This is an optimization exercise on Yosys and OpenROAD, whose aim is small area, a short achievable clock period and few clock cycles per item, not a production implementation.
The RTL was checked by simulation tests, not by an equivalence proof against the original design.
Power is estimated from default activity; no workload was simulated.

--- flow/constraint.sdc ---
create_clock -name core_clock -period 12.0 [get_ports {clk}]
set_input_delay 2.4000 -clock core_clock [delete_from_list [all_inputs] [get_ports {clk}]]
set_output_delay 2.4000 -clock core_clock [all_outputs]
set_load 0.01 [all_outputs]
--- flow/run.sh ---
#!/bin/bash
# synth_recipe.tcl (not shown) runs the flow's synth.tcl, then flattens the netlist and writes it again
# the make line also repeats each setting of config.mk as NAME=value (left out here)
make -C /OpenROAD-flow-scripts/flow DESIGN_CONFIG=/design/flow/config.mk WORK_HOME=/design/flow/orfs CLKGATE_MAP_FILE= SYNTH_SCRIPT=/design/flow/synth_recipe.tcl finish
--- flow/design.v ---
package msc_pkg;
	localparam int CAPACITY_DEF   = 32;
	localparam int DATA_WIDTH_DEF = 8;
	localparam logic [1:0] OP_INSERT = 2'd0;
	localparam logic [1:0] OP_QUERY  = 2'd1;
	localparam logic [1:0] OP_REMOVE = 2'd2;
	localparam logic [1:0] MODE_FIFO = 2'd0;
	localparam logic [1:0] MODE_LIFO = 2'd1;
	localparam logic [1:0] MODE_SET  = 2'd2;
	localparam logic [1:0] MODE_PQ   = 2'd3;
	localparam logic [1:0] ST_OK        = 2'd0;
	localparam logic [1:0] ST_UNDERFLOW = 2'd1;
	localparam logic [1:0] ST_OVERFLOW  = 2'd2;
	typedef enum logic [1:0] {
		S_IDLE,
		S_SCAN,
		S_DONE
	} state_t;
	typedef struct packed {
		logic ins;
		logic shift;
	} cmd_t;
	typedef struct packed {
		logic has;
		logic found;
	} scan_flags_t;
endpackage
module mode_select_container #(
	parameter int CAPACITY   = msc_pkg::CAPACITY_DEF,
	parameter int DATA_WIDTH = msc_pkg::DATA_WIDTH_DEF,
	parameter int IN_TDATA_W  = ((DATA_WIDTH + 7) / 8) * 8,
	parameter int OUT_TDATA_W = ((DATA_WIDTH + 1 + 7) / 8) * 8
) (
	input  logic                   clk,
	input  logic                   arst_n,
	input  logic                   cfg_valid,
	output logic                   cfg_ready,
	input  logic [1:0]             cfg_data,
	input  logic                   s_tvalid,
	output logic                   s_tready,
	input  logic [IN_TDATA_W-1:0]  s_tdata,   
	input  logic [1:0]             s_tuser,   
	output logic                   m_tvalid,
	input  logic                   m_tready,
	output logic [OUT_TDATA_W-1:0] m_tdata,   
	output logic [1:0]             m_tuser    
);
	localparam int N  = CAPACITY;
	localparam int DW = DATA_WIDTH;
	localparam int LW = DW / 2;    
	localparam int HW = DW - LW;   
	logic [1:0]    disc_q;
	logic [N-1:0]  valid_q;
	logic [DW-1:0] val_q [N];
	logic [N-1:0]  hset_q;
	logic [HW-1:0] hmin_q;
	logic          out_v_q;
	logic [DW-1:0] rm_q;
	logic          empty_q;
	logic [1:0]    st_q;
	logic [DW-1:0] key;
	logic [HW-1:0] key_hi;
	logic          take, is_ins, is_rm, ordered, full, empty, single, dup, skip;
	logic          do_ins, do_rm, hset_one, hset_gone;
	logic [N-1:0]  lower_v, higher_v, upper, head, tail, ends, eq;
	logic [N-1:0]  lcand, gcand, sel_pq, sel, hset_shift, hset_ins, hset_rm;
	logic [N-1:0]  col [DW];
	logic [LW-1:0] lmin;
	logic [HW-1:0] gmin;
	logic [DW-1:0] end_val, rm_val;
	assign cfg_ready = 1'b1;
	assign key       = s_tdata[DW-1:0];
	assign key_hi    = key[DW-1:LW];
	assign s_tready  = !out_v_q || m_tready;
	assign take      = s_tvalid && s_tready;
	assign is_ins    = (s_tuser == msc_pkg::OP_INSERT);
	assign is_rm     = (s_tuser == msc_pkg::OP_REMOVE);
	assign ordered   = disc_q[1];   
	function automatic [N-1:0] pfx_or(input [N-1:0] x);
		reg [N-1:0] y;
		y = x;
		for (int k = 1; k < N; k = k * 2) y = y | (y << k);
		pfx_or = y;
	endfunction
	function automatic [N-1:0] sfx_or(input [N-1:0] x);
		reg [N-1:0] y;
		y = x;
		for (int k = 1; k < N; k = k * 2) y = y | (y >> k);
		sfx_or = y;
	endfunction
	always_comb begin
		lower_v  = pfx_or(valid_q) << 1;
		higher_v = sfx_or(valid_q) >> 1;
		upper[N-1] = 1'b1;
		for (int i = N - 2; i >= 0; i--) upper[i] = upper[i+1] & valid_q[i+1];
		head = valid_q & ~lower_v;
		tail = valid_q & ~higher_v;
		for (int i = 0; i < N; i++) begin
			eq[i] = valid_q[i] && (val_q[i] == key);
			for (int b = 0; b < DW; b++) col[b][i] = val_q[i][b];
		end
	end
	assign full   = &valid_q;
	assign empty  = !(|valid_q);
	assign single = !(|(valid_q & ~head));
	assign dup    = (disc_q == msc_pkg::MODE_SET) && (|eq);
	assign ends = disc_q[0] ? tail : head;
	always_comb begin
		end_val = '0;
		for (int i = 0; i < N; i++) if (ends[i]) end_val = end_val | val_q[i];
	end
	always_comb begin
		lcand = hset_q;
		for (int b = LW - 1; b >= 0; b--) begin
			lmin[b] = !(|(lcand & ~col[b]));
			if (!lmin[b]) lcand = lcand & ~col[b];
		end
		sel_pq = lcand & ~(pfx_or(lcand) << 1);
	end
	always_comb begin
		gcand = valid_q & ~hset_q;
		for (int b = HW - 1; b >= 0; b--) begin
			gmin[b] = !(|(gcand & ~col[LW+b]));
			if (!gmin[b]) gcand = gcand & ~col[LW+b];
		end
	end
	assign sel    = ordered ? sel_pq : ends;
	assign rm_val = ordered ? {hmin_q, lmin} : end_val;
	assign skip   = dup || full;
	assign do_ins = take && is_ins && !skip;
	assign do_rm  = take && is_rm && !empty;
	always_comb begin
		for (int i = 0; i < N; i++)
			hset_shift[i] = upper[i] ? ((i == N - 1) ? 1'b0 : hset_q[(i + 1) % N]) : hset_q[i];
		if (empty || (key_hi < hmin_q)) hset_ins = N'(1) << (N - 1);
		else if (key_hi == hmin_q) hset_ins = hset_shift | (N'(1) << (N - 1));
		else hset_ins = hset_shift;
	end
	assign hset_one  = !(|(hset_q & ~(hset_q & ~(pfx_or(hset_q) << 1))));
	assign hset_gone = ordered ? hset_one : !(|(hset_q & ~ends));
	assign hset_rm   = hset_gone ? gcand : (hset_q & ~sel);
	always_ff @(posedge clk) begin
		for (int i = 0; i < N; i++) begin
			if (do_ins && upper[i]) val_q[i] <= (i == N - 1) ? key : val_q[(i + 1) % N];
		end
		if (do_ins && (empty || (key_hi < hmin_q))) hmin_q <= key_hi;
		else if (do_rm && hset_gone) hmin_q <= gmin;
	end
	always_ff @(posedge clk or negedge arst_n) begin
		if (!arst_n) begin
			disc_q  <= msc_pkg::MODE_FIFO;
			valid_q <= '0;
			hset_q  <= '0;
			out_v_q <= 1'b0;
		end else begin
			if (cfg_valid) disc_q <= cfg_data;
			if (do_ins) begin
				valid_q <= valid_q | upper;
				hset_q  <= hset_ins;
			end else if (do_rm) begin
				valid_q <= valid_q & ~sel;
				hset_q  <= hset_rm;
			end
			if (take) out_v_q <= 1'b1;
			else if (m_tready) out_v_q <= 1'b0;
		end
	end
	always_ff @(posedge clk) begin
		if (take) begin
			rm_q    <= do_rm ? rm_val : '0;
			empty_q <= is_ins ? 1'b0 : is_rm ? (empty || single) : empty;
			if (is_ins && skip && !dup)
				st_q <= msc_pkg::ST_OVERFLOW;
			else if (is_rm && empty)
				st_q <= msc_pkg::ST_UNDERFLOW;
			else
				st_q <= msc_pkg::ST_OK;
		end
	end
	assign m_tvalid = out_v_q;
	assign m_tdata  = OUT_TDATA_W'({empty_q, rm_q});
	assign m_tuser  = st_q;
endmodule
--- flow/config.mk ---
export PLATFORM = sky130hd
export DESIGN_NAME = mode_select_container
export DESIGN_NICKNAME = mode_select_container
export VERILOG_FILES = /design/flow/design.v
export SDC_FILE = /design/flow/constraint.sdc
export NUM_CORES = 4
export LEC_CHECK = 0
export CAP_MARGIN = 20
export CORE_MARGIN = 2
export CORE_UTILIZATION = 40
export SETUP_SLACK_MARGIN = 5
export SLEW_MARGIN = 20
==> results of run 1 <==
layout make-up:
| cell class | instances | share of cell area |
|---|---|---|
| Antenna cell | 7 | 0.000606 |
| Clock buffer | 50 | 0.0381 |
| Clock inverter | 29 | 0.0123 |
| Inverter | 103 | 0.0148 |
| Multi-Input combinational cell | 1896 | 0.470 |
| Sequential cell | 338 | 0.340 |
| Tap cell | 773 | 0.0335 |
| Timing Repair Buffer | 290 | 0.0908 |
placed cells by master (no fill, tap or decap), types with 59 or more instances in the layout:
cell,netlist,routed
edfxtp_1,271,271
buf_4,11,236
xor2_1,190,183
a21oi_1,164,150
nand2_1,133,130
nor2_1,114,107
nand2b_1,93,93
o22ai_1,93,86
o21ai_0,83,83
inv_1,86,79
a22oi_1,76,76
nand4_1,72,72
xnor2_1,66,66
nor3_1,64,61
nor4_1,68,59
logic make-up after synthesis:
group / after synthesis / share of synthesized area
AO/OA/AOI/OAI: 844 / 0.251
AND/OR/NAND/NOR: 775 / 0.182
flip-flops: 338 / 0.416
buffers and inverters: 289 / 0.0521
XOR/XNOR: 256 / 0.0949
adder cells (fa/ha/maj): 6 / 0.00297
multiplexers: 3 / 0.00138
other: 2 / 0.000318
power by group:
group	switching, W	internal [W]
logic	0.000955	0.000454
registers	0.000123	0.00131
clock network	0.000604	0.000798
total	0.00168	0.00256
repair_timing:
action / CTS / global route
endpoints found under the setup margin: 321 / 209
cloned: 5 / 4
buffers inserted: 56 / 57
pin swaps: 23 / 28
resized for setup: 140 / 110
how the worst min path moves through the flow:
stage                            from          end  slack (ns)  depth (start not counted)
after floorplan           val_q[5][4]  val_q[4][4]        0.47                          0
after global placement        out_v_q      out_v_q        0.51                          2
after detailed placement      out_v_q      out_v_q        0.53                          2
after CTS                     out_v_q      out_v_q        0.54                          2
after global routing          out_v_q      out_v_q        0.57                          2
final                         out_v_q      out_v_q        0.53                          2
critical path, delay by kind of cell, from the launching register on:
kind,cells,cell delay (ns)
compound gates,9,2.70
simple gates,10,2.66
buf+inv,5,1.12
flops,1,0.69
state kept, by name, indices dropped and copies added, names as in the netlist:
name	count
rm_q	8
empty_q	1
valid_q	32
val_q	256
hmin_q	4
disc_q	2
out_v_q	1
st_q	2
hset_q	32
layer usage:
| layer | up-vias | share of wire | global-route usage |
|---|---|---|---|
| met3 | 963 | 0.16 | 0.263 |
| met5 | - | 0.0024 | 0.0172 |
| met4 | 21 | 0.10 | 0.395 |
| met1 | 13027 | 0.34 | 0.635 |
| li1 | 9992 | - | - |
| met2 | 3005 | 0.39 | 0.730 |
per-stage QoR:
| stage | power (W) | area, um2 | utilization |
|---|---|---|---|
| 2_1_floorplan | 0.00202 | 23800 | - |
| 3_3_place_gp | 0.00255 | 25200 | 0.429 |
| 3_5_place_dp | 0.00255 | 25200 | 0.429 |
| 4_1_cts | 0.00402 | 27800 | 0.474 |
| 5_1_grt | 0.00427 | 28900 | 0.492 |
| 6_report | 0.00424 | 28900 | 0.492 |
==> run_results.csv, run 1 <==
group,metric,value,unit
run_status,status,"no timing/DRC/antenna violations",
synthesis,ys_types,91,
worst_setup_path,crit_end,"hset_q[0]",
final_layout,instances_no_fill,3486,
timing,max_freq,136,MHz
global_route,antenna_found_initial,15,
worst_setup_path,critPathSlowestCell,"dfrtp_1",
detailed_routing,via_per_inst,7.75,
final_layout,nets,2693,
worst_setup_path,cp.arrival,7.83,ns
synthesis,yosysTopAreaCell,"edfxtp_1",
synthesis,yosysTopAreaCellShare,0.345,
worst_setup_path,path_class,"reg -> reg",
clocking,cts_buffers,43,
worst_setup_path,path_common_cell,"buf_4",
min_path,hp-class,"reg -> reg",
floorplanning,die_h,247,um
worst_setup_path,r2r-end,"hset_q[0]",
detailed_routing,avgRoutedWirePerCell,47.6,um
place,dp_cells,3277,
final_layout,syn_to_final_growth,22.4,%
clocking,clk_pin_slew_worst_paths,0.06,ns
clocking,cts_hold_buffers,0,
global_route,grt_max_degree,58,
timing,fin_ws,4.67,ns
worst_setup_path,crit_start,"valid_q[23]",
worst_setup_path,crit_path_max_fanout,22,
synthesis,synth.area.top_cells,"edfxtp_1 34%, dfrtp_1 7.1%, xor2_1 7.0%",
timing,tightest_slew,1.27,ns
final_layout,seq_area,0.00984,mm2
global_route,grt_overflow,0,
detailed_routing,first_pass_iters,10,
synthesis,ys_ff_latch,338,
timing,fin_crit,7.33,ns
synthesis,synth-edff-count,271,
floorplanning,start_util,0.402,
clocking,htreeDepth,2,
timing,finalHoldViolations,0,
global_route,first_global_vias,24713,
floorplanning,die_x,247,um
timing,fin_setup_tns,0,ns
worst_setup_path,required,12.49,ns
timing,setup_viol,0,
detailed_routing,vias,27008,
synthesis,synthCells,2513,
synthesis,synth_common_cells,"271 x edfxtp_1, 190 x xor2_1, 164 x a21oi_1",
clocking,cts-root-buf,"clkbuf_16",
pwr,power.leakage,10.2,nW
clocking,cts_tree,"built",
run,maxCapViolCount,0,
global_route,grt_pass1_wl,218000,um
timing,finalCritPeriodShare,0.611,
worst_setup_path,cp-start-kind,"register",
global_route,grt_use_total,0.532,
floorplanning,die_area,0.0610,mm2
synthesis,ys.flop_type,"edfxtp_1",
worst_setup_path,crit_chain,"nand2b_1 -> o22ai_1 -> nor4_1 -> nand4_1 -> buf_4 -> buf_4 -> a21o_1 -> o22ai_1 -> nor4_2 -> nand4_1 -> buf_4 -> a221o_1 -> o22ai_1 -> nor4_1 -> nand4_1 -> buf_4 -> and2_1 -> o32ai_2 -> or4_1 -> nor3_4 -> buf_6 -> o211ai_1 -> a21oi_1 -> o22a_1",
clocking,clock_sinks,338,
timing,maxSlewHeadroom,0.146,
timing,holdWs,0.534,ns
final_layout,multi_input_area,0.0136,mm2
clocking,clock_latency,0.62,ns
synthesis,yosysWarnings,3,
worst_setup_path,rr_startpoint,"valid_q[23]",
floorplanning,rows,89,
place,pre_cts_slack,1.20,ns
synthesis,synth_area,0.0236,mm2
final_layout,drive_above_1_share,0.212,
synthesis,yosysMostFrequentCell,"edfxtp_1",
timing,final_max_slew_viol_count,0,
timing,worst_clock_skew,0.0262,ns
detailed_routing,drc,0,
timing,rsz0062_at_grt,"true",
synthesis,syn_avg_cell_area,9.40,um2
clocking,cts_buffer_depth,3,
pwr,power_density,147,mW/mm2
place,io_buffers,29,
place,place_hpwl,122000,um
synthesis,synth-async-reset-ratio,0.198,
detailed_routing,totalWireLength,166000,um
detailed_routing,ant_nets,0,
synthesis,synth-seq-area-share,0.416,
final_layout,nFillCells,5487,
floorplanning,coreArea,0.0587,mm2
floorplanning,io_pins,38,
detailed_routing,drt_iter0_drc,5877,
pwr,ir_drop,0.123,mV
worst_setup_path,cpPeakStageDelay,0.69,ns
worst_setup_path,worst-r2r-setup-slack,4.67,ns
worst_setup_path,ff2ff_path_depth,24,
place,gp_congestion,1.19,
worst_setup_path,end_kind,"register",
Testbench counts, summed over its fixed seeds: cycles 7,744, items 7,680.
==> run 2: changes to the inputs <==
--- a/flow/design.v
+++ b/flow/design.v
@@ -61,7 +61,7 @@
 	logic [DW-1:0] key;
 	logic [HW-1:0] key_hi;
 	logic          take, is_ins, is_rm, ordered, full, empty, single, dup, skip;
-	logic          do_ins, do_rm, hset_one, hset_gone;
+	logic          ins_go, do_ins, do_rm, hset_one, hset_gone;
 	logic [N-1:0]  lower_v, higher_v, upper, head, tail, ends, eq;
 	logic [N-1:0]  lcand, gcand, sel_pq, sel, hset_shift, hset_ins, hset_rm;
 	logic [N-1:0]  col [DW];
@@ -91,8 +91,7 @@
 	always_comb begin
 		lower_v  = pfx_or(valid_q) << 1;
 		higher_v = sfx_or(valid_q) >> 1;
-		upper[N-1] = 1'b1;
-		for (int i = N - 2; i >= 0; i--) upper[i] = upper[i+1] & valid_q[i+1];
+		upper = ~(sfx_or(~valid_q) >> 1);
 		head = valid_q & ~lower_v;
 		tail = valid_q & ~higher_v;
 		for (int i = 0; i < N; i++) begin
@@ -127,12 +126,14 @@
 	assign sel    = ordered ? sel_pq : ends;
 	assign rm_val = ordered ? {hmin_q, lmin} : end_val;
 	assign skip   = dup || full;
-	assign do_ins = take && is_ins && !skip;
+	assign ins_go = take && is_ins && !full;
+	assign do_ins = ins_go && !dup;
 	assign do_rm  = take && is_rm && !empty;
 	always_comb begin
 		for (int i = 0; i < N; i++)
 			hset_shift[i] = upper[i] ? ((i == N - 1) ? 1'b0 : hset_q[(i + 1) % N]) : hset_q[i];
-		if (empty || (key_hi < hmin_q)) hset_ins = N'(1) << (N - 1);
+		if (dup) hset_ins = hset_shift;
+		else if (empty || (key_hi < hmin_q)) hset_ins = N'(1) << (N - 1);
 		else if (key_hi == hmin_q) hset_ins = hset_shift | (N'(1) << (N - 1));
 		else hset_ins = hset_shift;
 	end
@@ -141,7 +142,7 @@
 	assign hset_rm   = hset_gone ? gcand : (hset_q & ~sel);
 	always_ff @(posedge clk) begin
 		for (int i = 0; i < N; i++) begin
-			if (do_ins && upper[i]) val_q[i] <= (i == N - 1) ? key : val_q[(i + 1) % N];
+			if (ins_go && upper[i]) val_q[i] <= (i == N - 1) ? key : val_q[(i + 1) % N];
 		end
 		if (do_ins && (empty || (key_hi < hmin_q))) hmin_q <= key_hi;
 		else if (do_rm && hset_gone) hmin_q <= gmin;
@@ -154,8 +155,8 @@
 			out_v_q <= 1'b0;
 		end else begin
 			if (cfg_valid) disc_q <= cfg_data;
-			if (do_ins) begin
-				valid_q <= valid_q | upper;
+			if (ins_go) begin
+				valid_q <= (valid_q | upper) & ~((N'(dup)) << (N - 1));
 				hset_q  <= hset_ins;
 			end else if (do_rm) begin
 				valid_q <= valid_q & ~sel;
==> run 2 against run 1 <==
  * Still clean on timing, DRC and antenna
  * Global-route usage decreased by 1.5 points
  * Hold slack improved by 0.019 ns
  * Cell area decreased by 2.8%
  * Synthesized cell count increased by 1.8%
  * Die area increased by 0.29%
  * Critical endpoint is now hset_q[31]
==> run_results.csv, run 2 <==
group,metric,value,unit
run_status,status,"no timing/DRC/antenna violations",
final_layout,reg_top3,"val_q x256, hset_q x32, valid_q x32",
clocking,clock_sinks,338,
detailed_routing,vias,27208,
timing,maxSlewHeadroom,0.135,
final_layout,drive_above_1_share,0.180,
detailed_routing,totalWireLength,163000,um
worst_setup_path,crit_path_max_fanout,45,
pwr,power.leakage,9.76,nW
floorplanning,die_h,247,um
place,place_hpwl,119000,um
final_layout,largest_register_ffs,256,
timing,final_max_slew_viol_count,0,
final_layout,seq_area,0.00985,mm2
final_layout,design_area,0.0281,mm2
worst_setup_path,cp-start-kind,"register",
synthesis,synth_area,0.0237,mm2
worst_setup_path,required,12.44,ns
clocking,clock_latency,0.61,ns
synthesis,syn_avg_cell_area,9.26,um2
clocking,cts_buffers,42,
synthesis,ys.flop_type,"edfxtp_1",
global_route,first_global_vias,24614,
floorplanning,io_pins,38,
detailed_routing,via_per_inst,7.86,
timing,max_freq,140,MHz
synthesis,ys_ff_latch,338,
floorplanning,coreArea,0.0588,mm2
timing,worst_clock_skew,0.0271,ns
detailed_routing,ant_nets,0,
clocking,htreeDepth,2,
final_layout,syn_to_final_growth,18.6,%
timing,setup_viol,0,
synthesis,synth-seq-area-share,0.414,
clocking,cts_tree,"built",
timing,finalCritPeriodShare,0.595,
detailed_routing,avgRoutedWirePerCell,47.0,um
place,pre_cts_slack,2.89,ns
detailed_routing,drc,0,
synthesis,synth-async-reset-ratio,0.198,
final_layout,final_util,0.478,
floorplanning,die_x,247,um
synthesis,ys_types,94,
final_layout,final_cell_mix,"271 x edfxtp_1, 218 x nand2_1, 182 x buf_4",
synthesis,yosysMostFrequentCell,"edfxtp_1",
clocking,clk_pin_slew_worst_paths,0.07,ns
clocking,cts_buffer_depth,3,
worst_setup_path,cp.arrival,7.58,ns
clocking,cts_hold_buffers,0,
global_route,antenna_found_initial,8,
worst_setup_path,crit_chain,"buf_4 -> nand2b_1 -> o22ai_4 -> or4_4 -> or3_1 -> buf_12 -> a211oi_4 -> a2111o_1 -> nor4_2 -> buf_4 -> a21boi_1 -> o32ai_2 -> nor4_1 -> nand4_1 -> buf_6 -> a21oi_1 -> a22oi_1 -> nand3_1 -> a2111oi_0 -> nand4_1 -> buf_12 -> a21oi_1 -> a2111oi_2 -> o211ai_1",
floorplanning,start_util,0.403,
final_layout,final_common_cell,"edfxtp_1",
synthesis,synthCells,2558,
floorplanning,die_area,0.0612,mm2
timing,fin_setup_tns,0,ns
place,gp_congestion,1.12,
synthesis,yosysTopAreaCellShare,0.344,
detailed_routing,first_pass_iters,8,
worst_setup_path,cpPeakStageDelay,0.63,ns
global_route,grt_pass1_wl,214000,um
min_path,hp-class,"reg -> reg",
clocking,cts-root-buf,"clkbuf_16",
timing,rsz0062_at_grt,"true",
synthesis,synth-edff-count,271,
synthesis,yosysWarnings,3,
run,maxCapViolCount,0,
pwr,ir_drop,0.119,mV
timing,fin_crit,7.14,ns
global_route,grt_max_degree,64,
timing,finalHoldViolations,0,
final_layout,top_register,"val_q",
worst_setup_path,worst-r2r-setup-slack,4.86,ns
final_layout,multi_input_area,0.0137,mm2
timing,tightest_slew,1.30,ns
detailed_routing,drt_iter0_drc,5881,
floorplanning,rows,89,
worst_setup_path,critPathSlowestCell,"or4_4",
pwr,power_density,143,mW/mm2
worst_setup_path,end_kind,"register",
place,placed_area,0.0251,mm2
place,io_buffers,29,
global_route,grt_overflow,0,
synthesis,yosysTopAreaCell,"edfxtp_1",
final_layout,nets,2674,
worst_setup_path,path_class,"reg -> reg",
final_layout,nFillCells,5688,
synthesis,synth_common_cells,"271 x edfxtp_1, 219 x nand2_1, 160 x xor2_1",
global_route,grt_use_total,0.518,
timing,fin_ws,4.86,ns
synthesis,synth.area.top_cells,"edfxtp_1 34%, dfrtp_1 7.1%, xor2_1 5.9%",
run 2: changes by cell type after synthesis, moves of 18 or more:
cell,delta
nand3_1,+45
or2_2,-26
a21oi_1,-28
xor2_1,-30
clkbuf_1,+31
o22ai_1,-47
nand2_1,+86
a21o_1,-33
xnor2_1,+30
a211o_1,+18
o21ai_0,+21
a21boi_1,-25
run 2: kinds of logic (layout without fill, tap and decap cells):
family                   after synthesis  after routing  synth area share
AND/OR/NAND/NOR                      866            880             0.195
AO/OA/AOI/OAI                        784            784             0.239
flip-flops                           338            338             0.414
buffers and inverters                300            406            0.0518
XOR/XNOR                             256            256            0.0947
adder cells (fa/ha/maj)               10             10           0.00465
other                                  2             13          0.000317
multiplexers                           2              2          0.000845
run 2: what timing repair did:
action,4_1_cts,5_1_grt
hold endpoints to repair,0,0
gates resized for setup,100,124
buffers inserted,40,26
pin swaps,18,28
endpoints found under the setup margin,70,83
cloned,11,4
run 2: final timing paths:
| kind | depth (start not counted) | startpoint | to |
|---|---|---|---|
| max in group asynchronous | 2 | arst_n | hset_q[30] |
| max reg2reg | 24 | valid_q[21] | hset_q[31] |
| min | 0 | val_q[5][6] | val_q[4][6] |
| max | 24 | valid_q[21] | hset_q[31] |
| min reg2reg | 0 | val_q[5][6] | val_q[4][6] |
| min in group asynchronous | 1 | arst_n | valid_q[14] |
run 2: layer usage:
metal | share of wire | global-route usage
met2 | 0.39 | 0.708
met3 | 0.17 | 0.246
met5 | 0.000068 | 0.00318
met1 | 0.34 | 0.629
met4 | 0.10 | 0.383
run 2: power breakdown:
part / switching [W] / total [W] / internal, W
clock: 0.000581 / 0.00131 / 0.000727
sequential: 0.0000533 / 0.00133 / 0.00128
combinational: 0.000953 / 0.00138 / 0.000430
run 2: through the flow:
step           hold slack (ns)  power (W)  cells
2_1_floorplan            0.471    0.00196   2564
3_3_place_gp             0.509    0.00233   3298
3_5_place_dp             0.531    0.00232   3298
4_1_cts                  0.545    0.00380   3424
5_1_grt                  0.570    0.00405   3458
6_report                 0.553    0.00402   3462
run 2: worst max-delay path, delay by kind of cell (launching register included):
kind | cells | cell delay [ns]
AO/OA/AOI/OAI | 11 | 3.19
AND/OR/NAND/NOR | 8 | 2.22
buffers and inverters | 5 | 1.13
flip-flops | 1 | 0.37
run 2: layout make-up:
class | count | share of cell area
multi-input combinational | 1940 | 0.486
sequential | 338 | 0.350
timing repair buffer | 230 | 0.0667
clock buffer | 45 | 0.0386
tap | 773 | 0.0344
inverter | 101 | 0.0136
clock inverter | 30 | 0.0101
antenna | 5 | 0.000445
Testbench counts of run 2, summed over its fixed seeds: cycles 7,744, items 7,680.
==> run 3: changes to the inputs <==
--- a/flow/design.v
+++ b/flow/design.v
@@ -108,19 +108,31 @@
 		end_val = '0;
 		for (int i = 0; i < N; i++) if (ends[i]) end_val = end_val | val_q[i];
 	end
+	function automatic [N+1:0] step2(input [N-1:0] c, input [N-1:0] b1, input [N-1:0] b0);
+		reg z1, z0a, z0b, z0;
+		z1  = |(c & ~b1);
+		z0a = |(c & ~b0);
+		z0b = |(c & ~b1 & ~b0);
+		z0  = z1 ? z0b : z0a;
+		step2 = {!z1, !z0, c & ~(b1 & {N{z1}}) & ~(b0 & {N{z0}})};
+	endfunction
 	always_comb begin
+		logic [N+1:0] r;
 		lcand = hset_q;
-		for (int b = LW - 1; b >= 0; b--) begin
-			lmin[b] = !(|(lcand & ~col[b]));
-			if (!lmin[b]) lcand = lcand & ~col[b];
+		for (int s = LW / 2 - 1; s >= 0; s--) begin
+			r = step2(lcand, col[2*s+1], col[2*s]);
+			lmin[2*s+1 -: 2] = r[N+1:N];
+			lcand = r[N-1:0];
 		end
 		sel_pq = lcand & ~(pfx_or(lcand) << 1);
 	end
 	always_comb begin
+		logic [N+1:0] r;
 		gcand = valid_q & ~hset_q;
-		for (int b = HW - 1; b >= 0; b--) begin
-			gmin[b] = !(|(gcand & ~col[LW+b]));
-			if (!gmin[b]) gcand = gcand & ~col[LW+b];
+		for (int s = HW / 2 - 1; s >= 0; s--) begin
+			r = step2(gcand, col[LW+2*s+1], col[LW+2*s]);
+			gmin[2*s+1 -: 2] = r[N+1:N];
+			gcand = r[N-1:0];
 		end
 	end
 	assign sel    = ordered ? sel_pq : ends;
==> run 3 against run 2 <==
  * Power fell by 12%
  * Critical path depth fell by 6
  * Routed wire length rose by 3.9%
  * Register-to-register slack got worse by 0.19 ns
  * Clock skew fell by 0.0079 ns
  * Flip-flop and latch count did not move
  * Area after synthesis rose by 0.91%
  * Largest cell class unchanged
==> run_results.csv, run 3 <==
group,metric,value,unit
run_status,status,"no timing/DRC/antenna violations",
clocking,htreeDepth,2,
global_route,grt_use_total,0.526,
worst_setup_path,required,12.49,ns
global_route,grt_pass1_wl,224000,um
timing,rsz0062_at_grt,"false",
timing,max_freq,136,MHz
worst_setup_path,ff2ff_path_depth,18,
synthesis,yosysWarnings,3,
min_path,hp-class,"reg -> reg",
final_layout,syn_to_final_growth,12.2,%
final_layout,final_cell_mix,"271 x edfxtp_1, 180 x xor2_1, 148 x nand2_1",
synthesis,yosysTopAreaCell,"edfxtp_1",
final_layout,top_register,"val_q",
floorplanning,die_x,248,um
detailed_routing,ant_nets,0,
place,gp_congestion,1.18,
pwr,ir_drop,0.126,mV
final_layout,nets,2546,
final_layout,final_common_cell,"edfxtp_1",
place,dp_cells,3249,
detailed_routing,drc,0,
timing,worst_clock_skew,0.0192,ns
worst_setup_path,worst-r2r-setup-slack,4.66,ns
synthesis,ys_ff_latch,338,
worst_setup_path,cp-start-kind,"register",
synthesis,yosysTopAreaCellShare,0.340,
worst_setup_path,rr_startpoint,"valid_q[5]",
synthesis,synthCells,2520,
detailed_routing,avgRoutedWirePerCell,50.6,um
floorplanning,coreArea,0.0590,mm2
place,placed_area,0.0253,mm2
clocking,clk_pin_slew_worst_paths,0.06,ns
run,maxCapViolCount,0,
global_route,antenna_found_initial,11,
detailed_routing,highest_layer,"met5",
clocking,clock_sinks,338,
detailed_routing,totalWireLength,169000,um
timing,tightest_slew,1.36,ns
detailed_routing,wl_met2,65100,um
clocking,cts_tree,"built",
final_layout,final_util,0.454,
synthesis,synth-edff-count,271,
timing,fin_crit,7.34,ns
detailed_routing,m1WireLength,57600,um
min_path,holdPathStages,1,
detailed_routing,vias,27408,
final_layout,reg_top3,"val_q x256, hset_q x32, valid_q x32",
timing,setup_viol,0,
detailed_routing,via_per_inst,8.21,
place,place_hpwl,124000,um
floorplanning,rows,89,
worst_setup_path,crit_path_max_fanout,34,
worst_setup_path,r2r-end,"hset_q[28]",
synthesis,ys_types,90,
worst_setup_path,path_class,"reg -> reg",
synthesis,synth.area.top_cells,"edfxtp_1 34%, dfrtp_1 7.0%, xor2_1 6.6%",
global_route,grt_overflow,0,
detailed_routing,wl_met3,29400,um
synthesis,synth-async-reset-ratio,0.198,
clocking,cts_buffer_depth,3,
worst_setup_path,end_kind,"register",
synthesis,ys.flop_type,"edfxtp_1",
clocking,clock_latency,0.61,ns
worst_setup_path,cp.arrival,7.83,ns
clocking,cts_buffers,42,
floorplanning,die_area,0.0617,mm2
timing,final_max_slew_viol_count,0,
floorplanning,die_h,248,um
synthesis,syn_avg_cell_area,9.48,um2
synthesis,yosysMostFrequentCell,"edfxtp_1",
global_route,first_global_vias,25077,
timing,finalHoldViolations,0,
synthesis,synth-seq-area-share,0.411,
synthesis,synth_area,0.0239,mm2
place,io_buffers,29,
pwr,power.leakage,9.30,nW
floorplanning,io_pins,38,
final_layout,design_area,0.0268,mm2
timing,maxSlewHeadroom,0.0839,
final_layout,instances_no_fill,3340,
global_route,grt_max_degree,57,
detailed_routing,drt_iter0_drc,6486,
final_layout,largest_register_ffs,256,
pwr,power_density,131,mW/mm2
clocking,cts-root-buf,"clkbuf_16",
synthesis,synth_common_cells,"271 x edfxtp_1, 180 x xor2_1, 149 x nand2_1",
detailed_routing,first_pass_iters,9,
timing,holdWs,0.564,ns
floorplanning,start_util,0.405,
timing,fin_setup_tns,0,ns
timing,finalCritPeriodShare,0.611,
worst_setup_path,crit_end,"hset_q[28]",
final_layout,drive_above_1_share,0.117,
worst_setup_path,crit_start,"valid_q[5]",
[run 3: worst min-delay path by stage]
stage / start / endpoint / slack (ns)
final: valid_q[16] / valid_q[16] / 0.56
after floorplan: val_q[13][2] / val_q[12][2] / 0.42
after CTS: valid_q[16] / valid_q[16] / 0.56
after detailed placement: valid_q[16] / valid_q[16] / 0.55
after global placement: out_v_q / out_v_q / 0.51
after global routing: valid_q[16] / valid_q[16] / 0.60
[run 3: what timing repair did]
item / 4_1_cts / 5_1_grt
endpoints found under the hold margin: 0 / 0
hold buffers: 0 / 0
buffers inserted: 0 / 2
endpoints found under the setup margin: 0 / 52
resized for setup: 0 / 10
[run 3: final cells by class]
cell class | instances | area, um2
antenna | 8 | 20.0
clock buffer | 50 | 1100
clock inverter | 28 | 308
fill | 5676 | 32200
inverter | 84 | 315
multi-input combinational | 1905 | 13100
sequential | 338 | 9810
tap | 773 | 967
timing repair buffer | 154 | 1190
[run 3: metrics by stage]
stage               power, W  setup WS [ns]
floorplan            0.00178           6.07
global placement     0.00210           3.71
detailed placement   0.00210           4.52
CTS                  0.00343           5.05
global route         0.00354           5.02
finish               0.00352           4.66
[run 3: report_power, final]
part | internal (W) | switching (W)
clock network | 0.000770 | 0.000591
registers | 0.00128 | 0.0000635
logic | 0.000232 | 0.000585
total | 0.00228 | 0.00124
[run 3: layer usage]
| layer | track usage | vias up |
|---|---|---|
| met2 | 0.712 | 3251 |
| li1 | - | 9878 |
| met1 | 0.631 | 13292 |
| met5 | 0.0100 | - |
| met4 | 0.374 | 14 |
| met3 | 0.278 | 973 |
[run 3: worst max-delay path, cell delays in order (launching register included)]
cell and delay [ns]:
dfrtp_1 0.83, nor4b_1 1.15, a2111o_1 0.37, a2111oi_1 0.14
nand4_1 0.12, mux2_2 0.51, buf_4 0.40, a221oi_1 0.23
nand2b_1 0.43, nand4_1 0.53, nor4_1 0.46, nand4_1 0.13
buf_4 0.33, mux2_4 0.66, nand2_1 0.11, nand3_1 0.30
o32ai_1 0.13, o2bb2ai_1 0.15, a41o_1 0.21
[run 3: cell families after synthesis]
logic type | count (synthesis) | synth area share
muxes | 11 | 0.00482
DFF | 338 | 0.411
buffers and inverters | 283 | 0.0483
AOI/OAI and AO/OA | 776 | 0.242
and+or+nand+nor | 844 | 0.195
adders and majority gates | 10 | 0.00461
xor gates and xnor gates | 256 | 0.0938
other | 2 | 0.000314
Testbench counts of run 3, summed over its fixed seeds: cycles 7,744, items 7,680.
==> run 4: changes to the inputs <==
==> flow/flow/run.sh (new file) <==
#!/bin/bash
set -euo pipefail
bash standard.sh finish SETUP_SLACK_MARGIN=6.5 > make.log 2>&1
==> flow/standard.sh (new file) <==
#!/bin/bash
# synth_recipe.tcl (not shown) runs the flow's synth.tcl, then flattens the netlist and writes it again
# the make line also repeats each setting of config.mk as NAME=value (left out here)
make -C /OpenROAD-flow-scripts/flow DESIGN_CONFIG=/design/flow/config.mk WORK_HOME=/design/flow/orfs CLKGATE_MAP_FILE= SYNTH_SCRIPT=/design/flow/synth_recipe.tcl "${@:-finish}"
--- a/flow/config.mk
+++ b/flow/config.mk
@@ -8,5 +8,4 @@
 export CAP_MARGIN = 20
 export CORE_MARGIN = 2
 export CORE_UTILIZATION = 40
-export SETUP_SLACK_MARGIN = 5
 export SLEW_MARGIN = 20
removed: flow/run.sh
==> run 4 against run 3 <==
  * Flip-flop and latch count is the same
  * Utilization grew 5.0 points
  * Synthesized cell count is the same
  * Register-to-register slack gained 1.6 ns
  * Largest power group is now registers
  * Highest routed layer unchanged
==> run_results.csv, run 4 <==
group,metric,value,unit
timing,tightest_slew,1.16,ns
clocking,clock_latency,0.64,ns
pwr,power_density,125,mW/mm2
final_layout,final_cell_mix,"272 x buf_4, 271 x edfxtp_1, 180 x xor2_1",
worst_setup_path,required,12.52,ns
floorplanning,rows,89,
global_route,grt_use_total,0.527,
clocking,cts_buffers,41,
final_layout,drive_above_1_share,0.237,
global_route,grt_overflow,0,
worst_setup_path,cp.arrival,6.21,ns
final_layout,final_common_cell,"buf_4",
floorplanning,io_pins,38,
pwr,ir_drop,0.110,mV
final_layout,reg_top3,"val_q x256, hset_q x32, valid_q x32",
clocking,htreeDepth,2,
detailed_routing,drc,0,
worst_setup_path,path_class,"reg -> reg",
global_route,antenna_found_initial,13,
synthesis,synthCells,2520,
worst_setup_path,crit_end,"hset_q[18]",
global_route,grt_max_degree,38,
timing,fin_setup_tns,0,ns
synthesis,yosysTopAreaCellShare,0.340,
synthesis,synth-edff-count,271,
place,io_buffers,29,
floorplanning,die_h,248,um
detailed_routing,avgRoutedWirePerCell,49.0,um
worst_setup_path,cp-start-kind,"register",
timing,max_freq,176,MHz
worst_setup_path,path_common_cell,"buf_4",
final_layout,top_register,"val_q",
run,maxCapViolCount,0,
timing,worst_clock_skew,0.0508,ns
detailed_routing,drt_iter0_drc,6374,
synthesis,synth-async-reset-ratio,0.198,
synthesis,synth.area.top_cells,"edfxtp_1 34%, dfrtp_1 7.0%, xor2_1 6.6%",
timing,fin_ws,6.31,ns
pwr,power.leakage,10.7,nW
place,placed_area,0.0252,mm2
detailed_routing,ant_nets,0,
floorplanning,die_area,0.0617,mm2
clocking,cts-root-buf,"clkbuf_16",
synthesis,yosysWarnings,3,
synthesis,ys_types,90,
final_layout,syn_to_final_growth,24.4,%
place,pre_cts_slack,4.35,ns
worst_setup_path,crit_start,"val_q[23][2]",
detailed_routing,totalWireLength,172000,um
synthesis,synth_area,0.0239,mm2
timing,setup_viol,0,
timing,finalHoldViolations,0,
synthesis,synth_common_cells,"271 x edfxtp_1, 180 x xor2_1, 149 x nand2_1",
place,gp_congestion,1.16,
global_route,first_global_vias,25311,
clocking,cts_tree,"built",
worst_setup_path,rr_startpoint,"val_q[23][2]",
clocking,cts_buffer_depth,3,
worst_setup_path,end_kind,"register",
worst_setup_path,ff2ff_path_depth,20,
min_path,holdPathStages,1,
worst_setup_path,cp_top_family,"compound AO/OA/AOI/OAI gates",
worst_setup_path,worst-r2r-setup-slack,6.31,ns
global_route,grt_pass1_wl,224000,um
synthesis,yosysMostFrequentCell,"edfxtp_1",
clocking,clk_pin_slew_worst_paths,0.07,ns
synthesis,ys.flop_type,"edfxtp_1",
min_path,hp-class,"reg -> reg",
worst_setup_path,cpPeakStageDelay,0.72,ns
worst_setup_path,crit_path_max_fanout,13,
detailed_routing,first_pass_iters,14,
floorplanning,die_x,248,um
timing,finalCritPeriodShare,0.474,
worst_setup_path,path_buf_inv,5,
detailed_routing,vias,28373,
synthesis,synth-seq-area-share,0.411,
detailed_routing,via_per_inst,8.06,
timing,fin_crit,5.69,ns
worst_setup_path,crit_cells,20,
timing,rsz0062_at_grt,"true",
timing,maxSlewHeadroom,0.222,
synthesis,ys_ff_latch,338,
final_layout,nets,2731,
worst_setup_path,crit_chain,"o22ai_1 -> nor2_1 -> nand4_1 -> a211o_4 -> buf_12 -> buf_4 -> a21oi_1 -> a2111oi_0 -> buf_4 -> o2111ai_1 -> nor4_4 -> o21ai_4 -> buf_12 -> a221oi_2 -> or3_4 -> nor4_2 -> buf_4 -> a32oi_2 -> a21oi_1 -> o21ai_0",
final_layout,design_area,0.0297,mm2
synthesis,syn_avg_cell_area,9.48,um2
synthesis,yosysTopAreaCell,"edfxtp_1",
worst_setup_path,critPathSlowestCell,"edfxtp_1",
floorplanning,coreArea,0.0590,mm2
run_status,status,"no timing/DRC/antenna violations",
worst_setup_path,r2r-end,"hset_q[18]",
clocking,clock_sinks,338,
place,place_hpwl,122000,um
floorplanning,start_util,0.405,
final_layout,largest_register_ffs,256,
timing,final_max_slew_viol_count,0,
## run 4: cell families after synthesis
| logic type | Yosys count | synth area share |
|---|---|---|
| muxes | 11 | 0.00482 |
| DFF | 338 | 0.411 |
| xor gates and xnor gates | 256 | 0.0938 |
| buffers and inverters | 283 | 0.0483 |
| and+or+nand+nor | 844 | 0.195 |
| AOI/OAI and AO/OA | 776 | 0.242 |
| adders and majority gates | 10 | 0.00461 |
| other | 2 | 0.000314 |
## run 4: repair_timing
item	4_1_cts	5_1_grt
gates cloned	5	6
buffers inserted	80	104
hold buffers	0	0
endpoints found under the setup margin	178	80
resized for setup	192	111
pin swaps	17	36
## run 4: metrics by stage
| step | std cells | hold slack [ns] | utilization | power [W] |
|---|---|---|---|---|
| 2_1_floorplan | 2526 | 0.424 | - | 0.00178 |
| 6_report | 3520 | 0.545 | 0.504 | 0.00371 |
| 3_5_place_dp | 3245 | 0.522 | 0.427 | 0.00210 |
| 5_1_grt | 3517 | 0.568 | 0.504 | 0.00373 |
| 3_3_place_gp | 3245 | 0.492 | 0.427 | 0.00210 |
| 4_1_cts | 3406 | 0.537 | 0.477 | 0.00353 |
## run 4: worst min path at each step
stage	from	endpoint	slack, ns
finish	valid_q[15]	valid_q[15]	0.54
CTS	valid_q[15]	valid_q[15]	0.54
detailed placement	valid_q[15]	valid_q[15]	0.52
floorplan	val_q[13][2]	val_q[12][2]	0.42
global placement	valid_q[15]	valid_q[15]	0.49
global route	valid_q[15]	valid_q[15]	0.57
## run 4: power by group
group | switching [W] | internal, W
Clock | 0.000607 | 0.000761
Combinational | 0.000650 | 0.000326
Sequential | 0.0000815 | 0.00128
## run 4: cell type report
cell class	instances	area (um2)
inverters	84	335
flip-flops and latches	338	9870
clock buffers	47	1060
diodes	4	10.0
multi-input cells	1906	14000
repair buffers	339	3120
fillers	5507	29300
clock inverters	29	352
well taps	773	967
## run 4: worst register-to-register path: cells and delay by family, from the launching register on
family / cells / cell delay [ns]
compound gates: 10 / 2.87
simple gates: 5 / 1.09
buf+inv: 5 / 0.89
flops: 1 / 0.72
## run 4: metal layers
layer	GRT usage	wire length (um)	part of all wire
met4	0.347	16900	0.098
met2	0.716	65400	0.38
met1	0.648	59400	0.34
met3	0.270	30500	0.18
met5	0.00232	133	0.00077
==> run 5: changes to the inputs <==
==> flow/flow/run.sh (replaced) <==
#!/bin/bash
set -euo pipefail
bash standard.sh finish SETUP_SLACK_MARGIN=6.5 PLACE_DENSITY=0.7 > make.log 2>&1
==> run 5 against run 4 <==
  * Sequential share of layout area up 0.65 points
  * Cell area down 2.0%
  * Global-route usage down 0.38 points
  * Non-clock buffer count down 58
  * Die area unchanged
  * Largest power group unchanged
  * Area after synthesis unchanged
  * Combinational power down 5.2%
  * Highest routed layer unchanged
  * Critical endpoint is now hset_q[14]
  * Utilization down 1.0 points
  * Cell count down 1.3%
  * Clock skew down 0.015 ns
  * Clock power about the same
==> run_results.csv, run 5 <==
group,metric,value,unit
floorplanning,die_x,248,um
clocking,clock_latency,0.61,ns
synthesis,yosysTopAreaCellShare,0.340,
clocking,cts_buffer_depth,3,
floorplanning,die_area,0.0617,mm2
detailed_routing,avgRoutedWirePerCell,49.1,um
clocking,clk_pin_slew_worst_paths,0.07,ns
final_layout,nets,2679,
timing,finalHoldViolations,0,
timing,max_freq,176,MHz
place,place_hpwl,124000,um
global_route,grt_use_total,0.523,
synthesis,ys_ff_latch,338,
timing,fin_setup_tns,0,ns
synthesis,synth_common_cells,"271 x edfxtp_1, 180 x xor2_1, 149 x nand2_1",
place,placed_area,0.0253,mm2
worst_setup_path,cp-start-kind,"register",
worst_setup_path,crit_chain,"or3b_2 -> o2111ai_1 -> nor3_1 -> and4_4 -> mux2_2 -> buf_12 -> a221oi_1 -> buf_4 -> nand2b_1 -> o2111a_1 -> nand4_1 -> clkbuf_16 -> mux2_2 -> buf_12 -> nand2_1 -> nand4_1 -> a31oi_1 -> a2bb2oi_1",
pwr,power_density,124,mW/mm2
synthesis,ys.flop_type,"edfxtp_1",
floorplanning,io_pins,38,
synthesis,synthCells,2520,
detailed_routing,totalWireLength,170000,um
synthesis,synth_area,0.0239,mm2
final_layout,largest_register_ffs,256,
clocking,clock_sinks,338,
clocking,cts_buffers,41,
timing,worst_clock_skew,0.0360,ns
detailed_routing,first_pass_iters,12,
final_layout,reg_top3,"val_q x256, hset_q x32, valid_q x32",
synthesis,synth-seq-area-share,0.411,
timing,tightest_slew,1.41,ns
worst_setup_path,end_kind,"register",
final_layout,final_util,0.494,
timing,fin_crit,5.67,ns
synthesis,syn_avg_cell_area,9.48,um2
final_layout,final_common_cell,"edfxtp_1",
place,io_buffers,29,
final_layout,final_cell_mix,"271 x edfxtp_1, 224 x buf_4, 178 x xor2_1",
pwr,ir_drop,0.109,mV
timing,finalCritPeriodShare,0.472,
pwr,power.leakage,10.2,nW
worst_setup_path,crit_path_max_fanout,33,
synthesis,synth-async-reset-ratio,0.198,
detailed_routing,drc,0,
global_route,grt_max_degree,39,
final_layout,drive_above_1_share,0.225,
global_route,antenna_found_initial,11,
detailed_routing,vias,27714,
worst_setup_path,path_class,"reg -> reg",
clocking,cts-root-buf,"clkbuf_16",
clocking,cts_hold_buffers,0,
synthesis,ys_types,90,
timing,maxSlewHeadroom,0.0508,
synthesis,yosysWarnings,3,
worst_setup_path,critPathSlowestCell,"edfxtp_1",
min_path,hp-class,"reg -> reg",
final_layout,nFillCells,5595,
final_layout,syn_to_final_growth,21.9,%
global_route,first_global_vias,25089,
detailed_routing,via_per_inst,7.98,
clocking,cts_tree,"built",
timing,fin_ws,6.33,ns
detailed_routing,ant_nets,0,
timing,setup_viol,0,
synthesis,synth-edff-count,271,
floorplanning,die_h,248,um
place,pre_cts_slack,3.96,ns
synthesis,synth.area.top_cells,"edfxtp_1 34%, dfrtp_1 7.0%, xor2_1 6.6%",
final_layout,top_register,"val_q",
detailed_routing,drt_iter0_drc,6128,
synthesis,yosysMostFrequentCell,"edfxtp_1",
timing,final_max_slew_viol_count,0,
floorplanning,start_util,0.405,
final_layout,design_area,0.0291,mm2
run,maxCapViolCount,0,
floorplanning,coreArea,0.0590,mm2
global_route,grt_overflow,0,
worst_setup_path,cp.arrival,6.19,ns
worst_setup_path,cp_top_family,"simple AND/OR/NAND/NOR gates",
worst_setup_path,path_buf_inv,4,
timing,rsz0062_at_grt,"true",
synthesis,yosysTopAreaCell,"edfxtp_1",
clocking,htreeDepth,2,
run_status,status,"no timing/DRC/antenna violations",
floorplanning,rows,89,
worst_setup_path,cpPeakStageDelay,0.75,ns
global_route,grt_pass1_wl,222000,um
worst_setup_path,required,12.52,ns
place,gp_congestion,1.19,
==> run 5: logic make-up (layout without fill, tap and decap cells) <==
family,count (synthesis),after routing,synth area share
flip-flops,338,338,0.411
adder cells (fa/ha/maj),10,10,0.00461
AO/OA/AOI/OAI,776,782,0.242
AND/OR/NAND/NOR,844,845,0.195
other,2,19,0.000314
XOR/XNOR,256,256,0.0938
buffers and inverters,283,439,0.0483
multiplexers,11,11,0.00482
==> run 5: layer usage <==
layer / track usage / routed length, um / vias to the layer above
met5: 0.0301 / 552 / -
li1: - / - / 10171
met4: 0.352 / 16400 / 18
met3: 0.258 / 29600 / 897
met2: 0.715 / 65200 / 3175
met1: 0.642 / 58500 / 13453
==> run 5: path summary, 6_finish.rpt <==
kind | from | to | slack, ns | cells past startpoint
min reg2reg | val_q[1][2] | val_q[0][2] | 0.53 | 0
max reg2reg | val_q[23][7] | hset_q[14] | 6.33 | 18
max in group asynchronous | arst_n | valid_q[25] | 9.09 | 2
max | val_q[23][7] | hset_q[14] | 6.33 | 18
min | val_q[1][2] | val_q[0][2] | 0.53 | 0
min in group asynchronous | arst_n | valid_q[0] | 1.75 | 1
==> run 5: layout make-up <==
type	instances	area (um2)	share of cell area
multi-input cells	1912	14200	0.486
flip-flops and latches	338	9860	0.338
inverters	84	350	0.0120
clock inverters	32	342	0.0117
clock buffers	42	1050	0.0361
repair buffers	281	2390	0.0819
diodes	11	27.5	0.000944
well taps	773	967	0.0332
==> run 5: metrics by stage <==
stage / std cells / hold WS [ns] / total power (W)
global route: 3463 / 0.524 / 0.00365
finish: 3473 / 0.530 / 0.00363
CTS: 3376 / 0.557 / 0.00347
floorplan: 2526 / 0.424 / 0.00178
detailed placement: 3246 / 0.533 / 0.00210
global placement: 3244 / 0.512 / 0.00211
==> run 5: where the power goes <==
group | total [W] | internal (W) | switching (W) | leakage, nW
registers | 0.00135 | 0.00128 | 0.0000717 | 3.27
clock network | 0.00134 | 0.000771 | 0.000574 | 0.692
logic | 0.000926 | 0.000293 | 0.000633 | 6.29
total | 0.00363 | 0.00235 | 0.00128 | 10.2
==> run 5: timing repair <==
action,4_1_cts,5_1_grt
endpoints found under the setup margin,184,79
cloned,4,4
gates resized for setup,161,141
pin swaps,15,32
buffers inserted,52,79
endpoints found under the hold margin,0,0
==> run 6: changes to the inputs <==
==> flow/flow/run.sh (replaced) <==
#!/bin/bash
set -euo pipefail
bash standard.sh finish SETUP_SLACK_MARGIN=6.5 PLACE_DENSITY=0.7 \
	CTS_CLUSTER_SIZE=25 CTS_CLUSTER_DIAMETER=80 > make.log 2>&1
==> run 6 against run 5 <==
  * Critical path depth is 3 lower
  * Clock skew is 0.011 ns lower
  * Area after synthesis stayed put
  * Cell area is 0.73% lower
  * Hold slack worse by 0.0083 ns
  * Synthesized cell count stayed put
  * Power is 7.5% lower
  * Flip-flop and latch count stayed put
  * Utilization is 0.36 points lower
  * Largest cell class unchanged
  * Highest routed layer unchanged
==> run_results.csv, run 6 <==
group,metric,value,unit
synthesis,synth-edff-count,271,
timing,holdWs,0.522,ns
synthesis,ys.flop_type,"edfxtp_1",
final_layout,syn_to_final_growth,21.1,%
clocking,clock_latency,0.64,ns
synthesis,synth_common_cells,"271 x edfxtp_1, 180 x xor2_1, 149 x nand2_1",
pwr,power_density,116,mW/mm2
synthesis,synth.area.top_cells,"edfxtp_1 34%, dfrtp_1 7.0%, xor2_1 6.6%",
clocking,clock_sinks,338,
synthesis,yosysTopAreaCellShare,0.340,
final_layout,seq_area,0.00987,mm2
worst_setup_path,ff2ff_path_depth,18,
timing,finalCritPeriodShare,0.468,
synthesis,yosysMostFrequentCell,"edfxtp_1",
final_layout,top_register,"val_q",
global_route,grt_max_degree,39,
synthesis,yosysTopAreaCell,"edfxtp_1",
final_layout,reg_top3,"val_q x256, hset_q x32, valid_q x32",
worst_setup_path,cp.arrival,6.09,ns
synthesis,synth-seq-area-share,0.411,
synthesis,ys_types,90,
place,place_hpwl,124000,um
detailed_routing,via_per_inst,7.95,
clocking,cts_tree,"built",
pwr,ir_drop,0.116,mV
place,gp_congestion,1.19,
detailed_routing,avgRoutedWirePerCell,49.2,um
synthesis,yosysWarnings,3,
timing,setup_viol,0,
min_path,hp-start,"val_q[1][2]",
worst_setup_path,path_class,"in -> reg",
timing,final_max_slew_viol_count,0,
detailed_routing,ant_nets,0,
detailed_routing,totalWireLength,171000,um
worst_setup_path,crit_path_max_fanout,33,
run_status,status,"no timing/DRC/antenna violations",
detailed_routing,drt_iter0_drc,5901,
global_route,antenna_found_initial,11,
clocking,cts_buffers,28,
clocking,htreeDepth,1,
global_route,grt_use_total,0.524,
timing,fin_crit,5.62,ns
pwr,power.leakage,10.2,nW
final_layout,multi_input_area,0.0141,mm2
detailed_routing,vias,27603,
final_layout,largest_register_ffs,256,
worst_setup_path,r2r-end,"hset_q[18]",
worst_setup_path,worst-r2r-setup-slack,6.42,ns
worst_setup_path,required,12.47,ns
timing,tightest_slew,1.32,ns
clocking,clk_pin_slew_worst_paths,0.10,ns
synthesis,ys_ff_latch,338,
clocking,cts-root-buf,"clkbuf_16",
timing,fin_setup_tns,0,ns
floorplanning,start_util,0.405,
timing,maxSlewHeadroom,0.119,
worst_setup_path,rr_startpoint,"hset_q[13]",
floorplanning,die_area,0.0617,mm2
detailed_routing,first_pass_iters,10,
final_layout,final_cell_mix,"271 x edfxtp_1, 248 x buf_4, 178 x xor2_1",
global_route,grt_overflow,0,
synthesis,synth_area,0.0239,mm2
synthesis,syn_avg_cell_area,9.48,um2
final_layout,drive_above_1_share,0.225,
min_path,holdPathStages,0,
min_path,hp-class,"reg -> reg",
timing,finalHoldViolations,0,
timing,rsz0062_at_grt,"true",
run,maxCapViolCount,0,
worst_setup_path,cp-start-kind,"input pin",
final_layout,nFillCells,5608,
floorplanning,die_h,248,um
global_route,first_global_vias,24959,
detailed_routing,drc,0,
synthesis,synth-async-reset-ratio,0.198,
timing,worst_clock_skew,0.0254,ns
floorplanning,coreArea,0.0590,mm2
final_layout,nets,2687,
place,io_buffers,29,
worst_setup_path,end_kind,"register",
min_path,holdPathEnd,"val_q[0][2]",
synthesis,synthCells,2520,
floorplanning,die_x,248,um
final_layout,final_common_cell,"edfxtp_1",
timing,max_freq,178,MHz
floorplanning,io_pins,38,
clocking,cts_buffer_depth,3,
global_route,grt_pass1_wl,223000,um
floorplanning,rows,89,
[run 6: changes by cell type in the layout (fill, tap and decap cells not counted), moves of 3 or more]
cell,before,now
clkinv_2,14,1
bufinv_16,6,0
nand2b_1,91,94
a2111oi_0,11,7
inv_6,1,4
clkinv_1,6,1
buf_4,224,248
clkbuf_16,43,30
dfrtp_1,34,31
clkinv_8,1,5
[run 6: cell type report]
class,count,share of cell area
clock buffers,30,0.0252
repair buffers,303,0.0881
inverters,84,0.0122
diodes,9,0.000778
clock inverters,22,0.0109
well taps,773,0.0334
multi-input cells,1911,0.488
flip-flops and latches,338,0.341
[run 6: through the flow]
| stage | setup WS [ns] | utilization | cells | total power, W | area, um2 |
|---|---|---|---|---|---|
| 6_report | 6.38 | 0.490 | 3470 | 0.00335 | 28900 |
| 5_1_grt | 6.47 | 0.490 | 3461 | 0.00338 | 28900 |
| 4_1_cts | 6.50 | 0.465 | 3355 | 0.00320 | 27500 |
| 3_5_place_dp | 3.96 | 0.428 | 3246 | 0.00210 | 25300 |
| 3_3_place_gp | 3.99 | 0.428 | 3244 | 0.00211 | 25200 |
| 2_1_floorplan | 6.50 | - | 2526 | 0.00178 | 24000 |
[run 6: critical path, stage by stage]
cell and delay [ns]:
buf_2 0.08, buf_6 0.37, xor2_1 0.51, nor4_1 0.12
buf_4 0.22, a41oi_4 0.34, nand4_1 0.22, o311ai_4 0.47
o21ai_4 0.22, nand2_8 0.33, o21ai_0 0.13, a32oi_1 0.23
nand2_1 0.10, a21oi_1 0.15, a211oi_1 0.06
[run 6: logic make-up (layout without fill, tap and decap cells)]
kind of cell / after synthesis / count (layout) / synth area share
and+or+nand+nor: 844 / 845 / 0.195
muxes: 11 / 11 / 0.00482
AOI/OAI and AO/OA: 776 / 781 / 0.242
other: 2 / 17 / 0.000314
buffers and inverters: 283 / 439 / 0.0483
adders and majority gates: 10 / 10 / 0.00461
xor gates and xnor gates: 256 / 256 / 0.0938
DFF: 338 / 338 / 0.411
[run 6: power breakdown]
group | switching [W] | total [W] | internal (W)
clock network | 0.000591 | 0.00108 | 0.000489
logic | 0.000626 | 0.000922 | 0.000296
registers | 0.0000708 | 0.00135 | 0.00128
total | 0.00129 | 0.00335 | 0.00207
[run 6: how the worst max path moves through the flow]
stage            startpoint          end  slack [ns]  cells past startpoint
3_3_place_gp      hset_q[6]  valid_q[21]        3.99                     17
6_report         s_tdata[1]   hset_q[15]        6.38                     15
5_1_grt        val_q[28][3]   hset_q[17]        6.47                     22
2_1_floorplan    s_tdata[2]   hset_q[24]        6.50                     15
4_1_cts          s_tdata[6]   hset_q[15]        6.50                     16
3_5_place_dp      hset_q[6]  valid_q[21]        3.96                     17
[run 6: timing repair]
item | in CTS | in global routing
hold buffers | 0 | 0
hold endpoints to repair | 0 | 0
gates resized for setup | 163 | 129
gates cloned | 4 | 3
pin swaps | 16 | 30
setup endpoints to repair | 184 | 106
buffers inserted | 53 | 101
[run 6: per-layer routing]
metal | track usage | routed length, um
met1 | 0.659 | 59200
met2 | 0.725 | 66300
met3 | 0.230 | 29100
met4 | 0.344 | 16000
met5 | 0 | 187

==> what the ideal ports hide <==
No port has a modelled driver above. Below, the same layouts with a new extraction and two added sets of constraints. Step 1 assumes that a clkbuf_16 drives the clock port and a buf_2 every other input. Step 2 moves the port delays by t, midway between the first and last clock arrival at a register: inputs arrive t later, outputs are due t later. That takes back most of the time a late clock gives input paths. a / b / c = no drivers / after step 1 / after step 2; a / b = the first two.
| run | t, ns | setup slack, ns | slew at the worst register clock pin (ns) | worst data-port slew with drivers (ns) |
|---|---|---|---|---|
| run 1 | 0.659 | 4.666 / 4.666 / 4.104 | 0.08 / 0.08 | 0.08 |
| run 2 | 0.661 | 4.858 / 4.858 / 4.292 | 0.07 / 0.07 | 0.04 |
| run 3 | 0.665 | 4.664 / 4.664 / 4.252 | 0.07 / 0.07 | 0.05 |
| run 4 | 0.677 | 6.307 / 6.307 / 5.788 | 0.08 / 0.08 | 0.04 |
| run 5 | 0.645 | 6.331 / 6.331 / 5.831 | 0.07 / 0.07 | 0.04 |
| run 6 | 0.684 | 6.380 / 6.416 / 5.732 | 0.10 / 0.10 | 0.04 |
After both steps every run listed still meets setup and hold. The setup slack of run 6, which loses most, moves by +0.036 ns with the drivers and by -0.648 ns with both steps.
